This design comes from an exercise in tuning for a short achievable clock period and few clock cycles on the open sky130 flow, not from production work. RTL that was checked went through simulation tests only; none was proved equivalent to the original.

==> build 21: inputs <==
## npu
module npu (
    input  logic                           i_clk,
    input  logic                           i_rst_n,
    input  logic                           i_inst_wr_en,
    input  logic [npu_pkg::INST_ADDRW-1:0] i_inst_wr_addr,
    input  logic [npu_pkg::IW-1:0]         i_inst_wr_din,
    input  logic                           i_in_wr_en,
    output logic                           o_in_wr_rdy,
    input  logic [npu_pkg::VW-1:0]         i_in_wr_din,
    input  logic                           i_start,
    input  logic [npu_pkg::INST_ADDRW-1:0] i_pc_start_offset,
    output logic                           o_out_valid,
    output logic [npu_pkg::VW-1:0]         o_out_data,
    output logic                           o_done
);
export LEC_CHECK = 0
export ABC_CLOCK_PERIOD_IN_PS = 1000
export CAP_MARGIN = 20
export CORE_MARGIN = 2
export CORE_UTILIZATION = 35
export PLACE_DENSITY = 0.5
export SETUP_SLACK_MARGIN = 4.6
export SLEW_MARGIN = 20
export TNS_END_PERCENT = 100
create_clock -name core_clock -period 8.0 [get_ports {i_clk}]
standard.sh (not shown) runs the stock make flow with config.mk's settings and CLKGATE_MAP_FILE= SYNTH_SCRIPT=/design/flow/synth_recipe.tcl, a recipe that flattens the netlist after the stock synthesis.
==> flow/flow/run.sh <==
#!/bin/bash
# The standard layout (standard.sh) with repair_timing's gate cloning turned
# off: clones it made after global routing were left driving more load than
# the library allows. Each step's full log is in orfs/logs/; make's own output
# is in make.log in this folder.
set -euo pipefail
export SKIP_GATE_CLONING=1
bash standard.sh finish > make.log 2>&1
==> build 63: changes against build 21 <==
--- a/flow/design.v
+++ b/flow/design.v
@@ -42,21 +42,11 @@
     logic              do_wr;
     logic              do_rd;
     assign do_wr     = i_wr_en && o_wr_rdy;
     assign do_rd     = i_rd_en;
     assign o_rd_dout = mem[rd_ptr];
-    logic [AW:0] count_p1;
-    logic [AW:0] count_m1;
-    logic        wr_rdy_nrd;
-    logic        rd_rdy_nrd;
-    logic        rd_rdy_rd;
-    assign count_p1   = count + 1'b1;
-    assign count_m1   = count - 1'b1;
-    assign wr_rdy_nrd = do_wr ? (count != (AW+1)'(DEPTH - 1)) : (count != (AW+1)'(DEPTH));
-    assign rd_rdy_nrd = do_wr || (count != '0);
-    assign rd_rdy_rd  = do_wr || (count != (AW+1)'(1));
-    assign count_nxt  = do_rd ? (do_wr ? count : count_m1) : (do_wr ? count_p1 : count);
+    assign count_nxt = count + (AW+1)'(do_wr) - (AW+1)'(do_rd);
     always_ff @(posedge i_clk) begin
         if (do_wr) begin
             mem[wr_ptr] <= i_wr_din;
         end
     end
@@ -69,12 +59,12 @@
             o_rd_rdy <= 1'b0;
         end else begin
             if (do_wr) wr_ptr <= wr_ptr + 1'b1;
             if (do_rd) rd_ptr <= rd_ptr + 1'b1;
             count    <= count_nxt;
-            o_wr_rdy <= do_rd ? 1'b1 : wr_rdy_nrd;
-            o_rd_rdy <= do_rd ? rd_rdy_rd : rd_rdy_nrd;
+            o_wr_rdy <= (count_nxt != (AW+1)'(DEPTH));
+            o_rd_rdy <= (count_nxt != '0);
         end
     end
 endmodule
 module inst_fetch (
     input  logic                           i_clk,
@@ -101,22 +91,28 @@
 module vrf (
     input  logic                      i_clk,
     input  logic                      i_rst_n,
     input  logic [npu_pkg::VRFAW-1:0] i_ra0,
     input  logic [npu_pkg::VRFAW-1:0] i_ra1,
+    input  logic [npu_pkg::VRFAW-1:0] i_ra2,
+    input  logic [npu_pkg::VRFAW-1:0] i_ra3,
     output logic [npu_pkg::VW-1:0]    o_rd0,
     output logic [npu_pkg::VW-1:0]    o_rd1,
+    output logic [npu_pkg::VW-1:0]    o_rd2,
+    output logic [npu_pkg::VW-1:0]    o_rd3,
     input  logic                      i_we0,
     input  logic [npu_pkg::VRFAW-1:0] i_wa0,
     input  logic [npu_pkg::VW-1:0]    i_wd0,
     input  logic                      i_we1,
     input  logic [npu_pkg::VRFAW-1:0] i_wa1,
     input  logic [npu_pkg::VW-1:0]    i_wd1
 );
     logic [npu_pkg::VW-1:0] regs [npu_pkg::VRFD];
     assign o_rd0 = regs[i_ra0];
     assign o_rd1 = regs[i_ra1];
+    assign o_rd2 = regs[i_ra2];
+    assign o_rd3 = regs[i_ra3];
     always_ff @(posedge i_clk or negedge i_rst_n) begin
         if (!i_rst_n) begin
             for (int i = 0; i < npu_pkg::VRFD; i++) begin
                 regs[i] <= '0;
             end
@@ -306,58 +302,50 @@
     assign f_conflict = x_valid && x_mul && x_rep && f_rep && (f_op != npu_pkg::OP_MUL);
     assign f_end      = (f_op == npu_pkg::OP_END);
     assign f_issue    = running && irn_valid && !f_end && !f_hazard && !f_conflict &&
                         !((f_op == npu_pkg::OP_LOAD) && !vec_rdy);
     assign s_op    = w_start[npu_pkg::I_OP_LSB +: 3];
-    assign s_issue = (s_op == npu_pkg::OP_LOAD) && vec_rdy;
+    assign s_issue = (s_op != npu_pkg::OP_END) && !((s_op == npu_pkg::OP_LOAD) && !vec_rdy);
     assign issue     = i_start ? s_issue : f_issue;
     assign iw        = i_start ? w_start : irn;
     assign i_op      = iw[npu_pkg::I_OP_LSB +: 3];
     assign vec_rd_en = issue && (i_op == npu_pkg::OP_LOAD);
     logic [VW-1:0] rf_f0;
     logic [VW-1:0] rf_f1;
+    logic [VW-1:0] rf_s0;
+    logic [VW-1:0] rf_s1;
     logic          x_wr;
     logic          m_wr;
-    logic          wx_valid;
-    logic [RW-1:0] wx_dst;
-    logic [VW-1:0] wx_val;
-    logic          wm_valid;
-    logic [RW-1:0] wm_dst;
-    logic [VW-1:0] wm_val;
-    logic [VW-1:0] old0;
-    logic [VW-1:0] old1;
     logic [VW-1:0] byp0;
     logic [VW-1:0] byp1;
     assign x_wr = x_valid && !x_mul;
     assign m_wr = m_valid;
     vrf u_vrf (
         .i_clk   (i_clk),
         .i_rst_n (i_rst_n),
         .i_ra0   (f_s0),
         .i_ra1   (f_s1),
+        .i_ra2   (w_start[npu_pkg::I_S0_LSB +: RW]),
+        .i_ra3   (w_start[npu_pkg::I_S1_LSB +: RW]),
         .o_rd0   (rf_f0),
         .o_rd1   (rf_f1),
-        .i_we0   (wm_valid),
-        .i_wa0   (wm_dst),
-        .i_wd0   (wm_val),
-        .i_we1   (wx_valid),
-        .i_wa1   (wx_dst),
-        .i_wd1   (wx_val)
+        .o_rd2   (rf_s0),
+        .o_rd3   (rf_s1),
+        .i_we0   (m_wr),
+        .i_wa0   (m_dst),
+        .i_wd0   (m_res),
+        .i_we1   (x_wr),
+        .i_wa1   (x_dst),
+        .i_wd1   (x_res)
     );
     always_comb begin
-        if (wx_valid && wx_dst == f_s0)      old0 = wx_val;
-        else if (wm_valid && wm_dst == f_s0) old0 = wm_val;
-        else                                 old0 = rf_f0;
-        if (wx_valid && wx_dst == f_s1)      old1 = wx_val;
-        else if (wm_valid && wm_dst == f_s1) old1 = wm_val;
-        else                                 old1 = rf_f1;
         if (x_wr && x_dst == f_s0)      byp0 = x_res;
         else if (m_wr && m_dst == f_s0) byp0 = m_res;
-        else                            byp0 = old0;
+        else                            byp0 = rf_f0;
         if (x_wr && x_dst == f_s1)      byp1 = x_res;
         else if (m_wr && m_dst == f_s1) byp1 = m_res;
-        else                            byp1 = old1;
+        else                            byp1 = rf_f1;
     end
     for (genvar i = 0; i < npu_pkg::DOTW; i++) begin : g_lane
         exec_unit u_alu (
             .i_a    (x_a[16*i +: 16]),
             .i_b    (x_b[16*i +: 16]),
@@ -384,16 +372,12 @@
         x_relu <= (i_op == npu_pkg::OP_RELU);
         x_load <= (i_op == npu_pkg::OP_LOAD);
         x_mul  <= (i_op == npu_pkg::OP_MUL);
         x_rep  <= iw[npu_pkg::I_REPORT];
         x_dst  <= iw[npu_pkg::I_DST_LSB +: RW];
-        x_a    <= byp0;
-        x_b    <= byp1;
-        wx_dst <= x_dst;
-        wx_val <= x_res;
-        wm_dst <= m_dst;
-        wm_val <= m_res;
+        x_a    <= i_start ? rf_s0 : byp0;
+        x_b    <= i_start ? rf_s1 : byp1;
         x_c    <= vec_head;
         m_rep  <= x_rep;
         m_dst  <= x_dst;
         m_rows <= m_rows_d;
         o_out_data <= (m_valid && m_rep) ? m_res : x_res;
@@ -404,19 +388,15 @@
             irn_valid   <= 1'b0;
             irn         <= '0;
             pc          <= '0;
             x_valid     <= 1'b0;
             m_valid     <= 1'b0;
-            wx_valid    <= 1'b0;
-            wm_valid    <= 1'b0;
             o_out_valid <= 1'b0;
             o_done      <= 1'b0;
         end else begin
             x_valid     <= issue;
             m_valid     <= x_valid && x_mul;
-            wx_valid    <= x_wr;
-            wm_valid    <= m_wr;
             o_out_valid <= (m_valid && m_rep) || (x_wr && x_rep);
             if (i_start) begin
                 running   <= 1'b1;
                 irn_valid <= 1'b1;
                 o_done    <= 1'b0;
==> flow/run.sh (new file) <==
#!/bin/bash
# synth_recipe.tcl (not shown) runs the flow's synth.tcl, then flattens the netlist and writes it again
# the make line also repeats each setting of config.mk as NAME=value (left out here)
make -C /OpenROAD-flow-scripts/flow DESIGN_CONFIG=/design/flow/config.mk WORK_HOME=/design/flow/orfs CLKGATE_MAP_FILE= SYNTH_SCRIPT=/design/flow/synth_recipe.tcl finish
- ABC_CLOCK_PERIOD_IN_PS: 1000 -> 2500
- CORE_UTILIZATION: 35 -> 40
- PLACE_DENSITY: 0.5 -> unset
- SETUP_SLACK_MARGIN: 4.6 -> 5.0
removed: flow/flow/run.sh
removed: flow/standard.sh
==> notes <==
Build 63 did not get past global routing. Build 21 completed with no timing, DRC or antenna violations. Of build 63 and build 21, build 63 has the higher area after synthesis (gap about 5%, measured against build 21). Against build 21, the synthesized cell count of build 63 is higher by 13%.
Testbench counts of build 21, summed over its fixed seeds: cycles 4,726.
For build 63, only the layout was checked, not whether the RTL still works.

-- static timing again, ports no longer ideal --
The results above use ideal ports. As a check the final layout listed here was re-extracted and re-timed, cells and wires unchanged. Step 1, drivers: a clkbuf_16 drives i_clk and a buf_2 each remaining input, both assumed. Step 2, shift: input delay + t, output delay - t, t = (earliest + latest rising clock arrival at the registers) / 2. This alone moves slack from input paths to output paths. Slacks: ideal / step 1 / step 2; pairs: ideal / step 1.
run: build 21
t, ns: 1.093
setup slack, ns: 4.241 / 4.241 / 3.501
worst slew at a driven data input, ns: 0.15
pins driven straight from the clock port: 1
After both steps setup and hold are still met in build 21. For build 21, drivers alone change the setup slack by 0.000 ns; drivers and shift together by -0.740 ns.
